Source: an optimization exercise on an open RTL-to-GDS flow (aim: small area, a short achievable clock period and few clock cycles per item). Production flows keep margins and buffers that such runs may drop. Function was checked by simulation only, so behaviour that the tests miss may differ from the original. Power is estimated from default activity; no workload was simulated.

job 4274:
// tomasulo_core
module tomasulo_core (
  input  logic               clk,
  input  logic               rst_n,
  input  logic               instr_req,
  input  logic [11:0]        instr,
  output logic               instr_ack,
  output logic               cdb_valid,
  output logic [2:0]         cdb_dest,
  output logic [32-1:0] cdb_data,
  input  logic [2:0]         dbg_sel,
  output logic [32-1:0] dbg_data
);
  logic [8-2:0] rd_sel_d;
  logic [32-1:0] rd_data;
  logic               step_a;
  logic               step_b;
  logic [2:0]         wr_dest;
  logic               fwd_d;
  issue_ctrl issue_ctrl_inst (
    .clk       (clk),
    .rst_n     (rst_n),
    .instr_req (instr_req),
    .instr     (instr),
    .instr_ack (instr_ack),
    .rd_sel_d  (rd_sel_d),
    .step_a    (step_a),
    .step_b    (step_b),
    .wr_dest   (wr_dest),
    .fwd_d     (fwd_d)
  );
  reg_file reg_file_inst (
    .clk      (clk),
    .rst_n    (rst_n),
    .wr_en    (cdb_valid),
    .wr_dest  (cdb_dest),
    .wr_data  (cdb_data),
    .rd_sel_d (rd_sel_d),
    .fwd_d    (fwd_d),
    .rd_data  (rd_data),
    .dbg_sel  (dbg_sel),
    .dbg_data (dbg_data)
  );
  add_unit add_unit_inst (
    .clk       (clk),
    .rst_n     (rst_n),
    .step_b    (step_b),
    .fwd_d     (fwd_d),
    .wr_dest   (wr_dest),
    .rd_data   (rd_data),
    .cdb_valid (cdb_valid),
    .cdb_dest  (cdb_dest),
    .cdb_data  (cdb_data)
  );
endmodule
For scale: about 860 cells after synthesis, ~290 flip-flops, ~87 I/O pins.
==> flow/config.mk <==
export PLATFORM = sky130hd
export DESIGN_NAME = tomasulo_core
export DESIGN_NICKNAME = tomasulo_core
export VERILOG_FILES = /design/flow/design.v
export SDC_FILE = /design/flow/constraint.sdc
export NUM_CORES = 4
export LEC_CHECK = 0
export CAP_MARGIN = 20
export CORE_MARGIN = 2
export CORE_UTILIZATION = 60
export SETUP_SLACK_MARGIN = 1.7
export SLEW_MARGIN = 20
==> flow/constraint.sdc <==
create_clock -name core_clock -period 5.0 [get_ports {clk}]
set_input_delay 1.0000 -clock core_clock [delete_from_list [all_inputs] [get_ports {clk}]]
set_output_delay 1.0000 -clock core_clock [all_outputs]
set_load 0.01 [all_outputs]
standard.sh (not shown) runs the stock make flow with config.mk's settings and CLKGATE_MAP_FILE= SYNTH_SCRIPT=/design/flow/synth_recipe.tcl, a recipe that flattens the netlist after the stock synthesis.
==> flow/flow/run.sh <==
#!/bin/bash
# The standard layout with two changes: plain buffers (buf_1) on the ports
# in place of the delay cells that buffer_ports picks by default, and a clock
# tree built from larger sink clusters without dummy balancing loads.
# Each tool's output is kept in standard_flow.log here and in ORFS's own logs
# under orfs/logs.
set -euo pipefail
export BUFFER_PORTS_ARGS="-buffer_cell sky130_fd_sc_hd__buf_1"
export CTS_ARGS="-sink_clustering_enable -repair_clock_nets -dont_use_dummy_load -sink_clustering_size 30 -sink_clustering_max_diameter 150"
bash standard.sh > standard_flow.log 2>&1
Job 4274 | status: complete | timing, DRC, antenna: pass
Testbench counts of job 4274, summed over its fixed seeds: cycles 6,412, items 3,200.
Input changes introduced in job 888 (baseline for comparison: job 4274):
- SETUP_SLACK_MARGIN changed from 1.7 to 2.1
- ABC_AREA newly set to 1
Findings:
Job 888 went all the way through the flow, and no timing, DRC or antenna check failed.
Per the comparison of job 888 with job 4274, non-filler instance count after layout moved up, final critical path time including I/O delays and setup lost 0.18 ns.
Job 888 against job 4274: non-clock buffer count increased by 15 relative to the old numbers, routed wirelength normalized by instance count decreased by 6.6 microns relative to the old numbers, overall power of the completed layout increased by 1.1% relative to the old numbers, fraction of met2 tracks used by global routing increased by 2.2 points relative to the old numbers, layout overhead on the synthesized area increased by 0.57 points relative to the old numbers.
Of job 888 and job 4274, it is job 888 that has the higher number of standard-cell rows in the floorplan.
Relative to job 4274, the proportion of synthesized area in mux cells of job 888 is lower by 0.44 points.
Compared with job 4274, job 888 shows a higher post-synthesis simple-gate area fraction.
Of job 888 and job 4274, the run reporting the higher final hold slack was job 4274.

[what the ideal ports hide]
How much do the figures lean on ideal ports? The routed layouts below were timed once more, with nothing changed but the port constraints. Step 1 assumes that a clkbuf_16 drives the clock port and a buf_2 every other input. Step 2 adds t to the input delays and takes it off the output delays; t is the mean of the earliest and latest rising clock arrival at the registers after step 1. Input paths then give back, and output paths get back, about the clock's delay inside the block. Slacks: ideal / step 1 / step 2; pairs: ideal / step 1.
run	t (ns)	slack for setup (ns)	cell pins on the clock port's net
job 4274	0.522	1.538 / 1.506 / 1.506	1
job 888	0.522	1.715 / 1.663 / 1.663	1
After both steps setup and hold are still met in every run listed. For job 888, which loses most, drivers alone change the setup slack by -0.052 ns; drivers and shift together by -0.052 ns.
